This is an optimization exercise on Yosys and OpenROAD, whose aim is small area, a short achievable clock period and few clock cycles per item, not a production implementation.
Only simulation tests tie the RTL to the original design; equivalence was not proved.
No activity file was given, so power comes from the tool's default toggle rates.

## sys_matmul_stream
module sys_matmul_stream #(
  parameter int N      = 3,
  parameter int DW     = 8,
  parameter int ACC_W  = 2*DW + $clog2(N),
  parameter int SIGNED = 0
) (
  input  logic             CLK,
  input  logic             rst_n,
  input  logic             vld_in,
  output logic             rdy_in,
  input  logic [DW-1:0]    a,
  input  logic [DW-1:0]    b,
  input  logic             keep,
  output logic             vld_out,
  input  logic             rdy_out,
  output logic [ACC_W-1:0] c,
  output logic             last_out,
  output logic             busy,
  output logic [1:0]       dbg_state
);
Size: roughly 580 flip-flops, roughly 45 I/O pins, ~22000 um^2 of cells after synthesis.
clock: 8.0 ns
lec_check: 0
abc_clock_period_in_ps: 2800
cap_margin: 20
core_margin: 2
core_utilization: 40
cts_cluster_diameter: 100
cts_cluster_size: 25
setup_slack_margin: 5
slew_margin: 20
run.sh (not shown) runs the stock make flow with config.mk's settings and CLKGATE_MAP_FILE= SYNTH_SCRIPT=/design/flow/synth_recipe.tcl, a recipe that flattens the netlist after the stock synthesis.
The first run finished with timing, DRC and antenna clean.
Testbench counts at the start, summed over its fixed seeds: cycles 14,488, items 1,600.
Next try:
CORE_UTILIZATION = 55   (was 40)
=> Combinational power barely changes; critical path depth went down by 2; hold slack got worse by 4.5 ps.
Next try:
CORE_UTILIZATION = 40   (was 55)
CTS_CLUSTER_DIAMETER = unset   (was 100)
CTS_CLUSTER_SIZE = unset   (was 25)
=> Power goes up by 24%. Clock power grows by 97%. Maximum frequency goes down by 1.0%. Synthesized area is unchanged. Global-route usage is lower by 5.6 points.
Next try:
==> flow/flow/run.sh (new file) <==
#!/bin/bash
set -euo pipefail
cat >> config.mk <<'CFG'
export SETUP_SLACK_MARGIN = 5.6
export BUFFER_PORTS_ARGS = -buffer_cell sky130_fd_sc_hd__buf_4
CFG
bash standard.sh > standard_run.log 2>&1
==> flow/standard.sh (new file) <==
#!/bin/bash
# synth_recipe.tcl (not shown) runs the flow's synth.tcl, then flattens the netlist and writes it again
# the make line also repeats each setting of config.mk as NAME=value (left out here)
make -C /OpenROAD-flow-scripts/flow DESIGN_CONFIG=/design/flow/config.mk WORK_HOME=/design/flow/orfs CLKGATE_MAP_FILE= SYNTH_SCRIPT=/design/flow/synth_recipe.tcl "${@:-finish}"
BUFFER_PORTS_ARGS = -buffer_cell sky130_fd_sc_hd__buf_4   (was unset)
CORE_UTILIZATION = 55   (was 40)
CTS_CLUSTER_DIAMETER = 100   (was unset)
CTS_CLUSTER_SIZE = 30   (was unset)
SETUP_SLACK_MARGIN = 5.6   (was 5)
removed: flow/run.sh
After rerunning: Global-route usage rose by 6.4 points; total power fell by 19%; sequential power hardly moves; combinational power is about the same; wire length fell by 0.78%; utilization rose by 15 points; area after synthesis stays the same.
Next try:
==> flow/run.sh (new file) <==
#!/bin/bash
# synth_recipe.tcl (not shown) runs the flow's synth.tcl, then flattens the netlist and writes it again
# the make line also repeats each setting of config.mk as NAME=value (left out here)
make -C /OpenROAD-flow-scripts/flow DESIGN_CONFIG=/design/flow/config.mk WORK_HOME=/design/flow/orfs CLKGATE_MAP_FILE= SYNTH_SCRIPT=/design/flow/synth_recipe.tcl finish
BUFFER_PORTS_ARGS = unset   (was -buffer_cell sky130_fd_sc_hd__buf_4)
CORE_UTILIZATION = 40   (was 55)
SETUP_SLACK_MARGIN = 5   (was 5.6)
removed: flow/flow/run.sh
removed: flow/standard.sh
What happened:
- area after synthesis stays the same
- die area rose by 37%
- utilization fell by 18 points
- design area fell by 2.8%
- cell count rose by 4.5%
Next try:
==> flow/flow/run.sh (new file) <==
#!/bin/bash
# Standard layout with a tighter timing-repair target.
echo "export SETUP_SLACK_MARGIN = 5.4" >> config.mk
echo "export ABC_CLOCK_PERIOD_IN_PS = 2500" >> config.mk
bash standard.sh > standard_run.log 2>&1
==> flow/standard.sh (new file) <==
#!/bin/bash
# synth_recipe.tcl (not shown) runs the flow's synth.tcl, then flattens the netlist and writes it again
# the make line also repeats each setting of config.mk as NAME=value (left out here)
make -C /OpenROAD-flow-scripts/flow DESIGN_CONFIG=/design/flow/config.mk WORK_HOME=/design/flow/orfs CLKGATE_MAP_FILE= SYNTH_SCRIPT=/design/flow/synth_recipe.tcl "${@:-finish}"
ABC_CLOCK_PERIOD_IN_PS = 2500   (was 2800)
CTS_CLUSTER_DIAMETER = unset   (was 100)
CTS_CLUSTER_SIZE = unset   (was 30)
SETUP_SLACK_MARGIN = 5.4   (was 5)
removed: flow/run.sh
Routed wire length climbs by 3.7%; sequential cell count is unchanged; via count climbs by about 3.4%; count of clock-buffer cells in the layout climbs by 53; area after synthesis does not change.


== before ==
sys_matmul_stream, a different RTL version from the one above (not shown whole).
Size: ~1,800 cells after synthesis, about 600 flip-flops, ~45 I/O pins.
==> flow/config.mk <==
export PLATFORM = sky130hd
export DESIGN_NAME = sys_matmul_stream
export DESIGN_NICKNAME = sys_matmul_stream
export VERILOG_FILES = /design/flow/design.v
export SDC_FILE = /design/flow/constraint.sdc
export NUM_CORES = 4
export LEC_CHECK = 0
export CAP_MARGIN = 20
export CORE_MARGIN = 2
export CORE_UTILIZATION = 40
export SLEW_MARGIN = 20
==> flow/constraint.sdc <==
create_clock -name core_clock -period 8.0 [get_ports {CLK}]
set_input_delay 1.6000 -clock core_clock [delete_from_list [all_inputs] [get_ports {CLK}]]
set_output_delay 1.6000 -clock core_clock [all_outputs]
set_load 0.01 [all_outputs]
Stock flow here: none of the scripts above is used.
Having completed the whole flow, before delivered a layout that passed the timing, DRC and antenna checks.
Testbench counts of before, summed over its fixed seeds: cycles 14,488, items 1,600.
Here is what was changed in the inputs of after compared with before.
- ABC_CLOCK_PERIOD_IN_PS: unset -> 2500
- SETUP_SLACK_MARGIN: unset -> 5.5
==> flow/flow/run.sh (new file) <==
#!/bin/bash
# Probe flow: standard layout with a tighter repair target.
cp standard.sh standard_copy.log
cp config.mk config_orig.log
echo "export SETUP_SLACK_MARGIN = 5.5" >> config.mk
echo "export ABC_CLOCK_PERIOD_IN_PS = 2500" >> config.mk
bash standard.sh > standard_run.log 2>&1
==> flow/standard.sh (new file) <==
#!/bin/bash
# synth_recipe.tcl (not shown) runs the flow's synth.tcl, then flattens the netlist and writes it again
# the make line also repeats each setting of config.mk as NAME=value (left out here)
make -C /OpenROAD-flow-scripts/flow DESIGN_CONFIG=/design/flow/config.mk WORK_HOME=/design/flow/orfs CLKGATE_MAP_FILE= SYNTH_SCRIPT=/design/flow/synth_recipe.tcl "${@:-finish}"
removed: flow/run.sh
## What came out
Every run in the comparison, before and after, completed the flow with a clean layout. Compared with before, in after length in cells of the worst reg-to-reg path went down by 1, number of clock buffer instances in the layout went down by about 20%, initial detailed-routing violation count went down by 63.

port drivers added, routing unchanged:
In the flow no input, the clock included, has a driving cell. The finished layouts below were timed again as built, in two steps. Step 1, drivers: a clkbuf_16 drives CLK and a buf_2 each remaining input, both assumed. Step 2, shift: input delay + t, output delay - t, t = (earliest + latest rising clock arrival at the registers) / 2. This alone moves slack from input paths to output paths. Slacks: ideal ports / drivers / drivers and shift; pairs: ideal ports / drivers.
run | t, ns | setup WS [ns] | latest minus earliest clock arrival (ns) | worst register clock-pin slew, ns
the first run of note 1 | 0.648 | 5.046 / 5.044 / 4.505 | 0.033 / 0.034 | 0.10 / 0.10
the second run of note 1 | 0.628 | 5.064 / 5.050 / 4.544 | 0.023 / 0.024 | 0.10 / 0.10
the third run of note 1 | 0.668 | 5.033 / 5.022 / 4.496 | 0.031 / 0.030 | 0.07 / 0.07
the fourth run of note 1 | 0.632 | 5.091 / 5.091 / 4.812 | 0.032 / 0.032 | 0.12 / 0.12
the fifth run of note 1 | 0.631 | 5.043 / 5.043 / 4.522 | 0.022 / 0.021 | 0.11 / 0.11
the sixth run of note 1 | 0.665 | 5.099 / 5.099 / 4.829 | 0.025 / 0.025 | 0.07 / 0.07
before | 0.667 | 3.744 / 3.784 / 3.117 | 0.021 / 0.021 | 0.06 / 0.06
after | 0.662 | 5.218 / 5.218 / 4.556 | 0.028 / 0.028 | 0.07 / 0.07
After both steps every run listed still meets setup and hold. For after, which loses most, drivers alone change the setup slack by 0.000 ns; drivers and shift together by -0.662 ns.
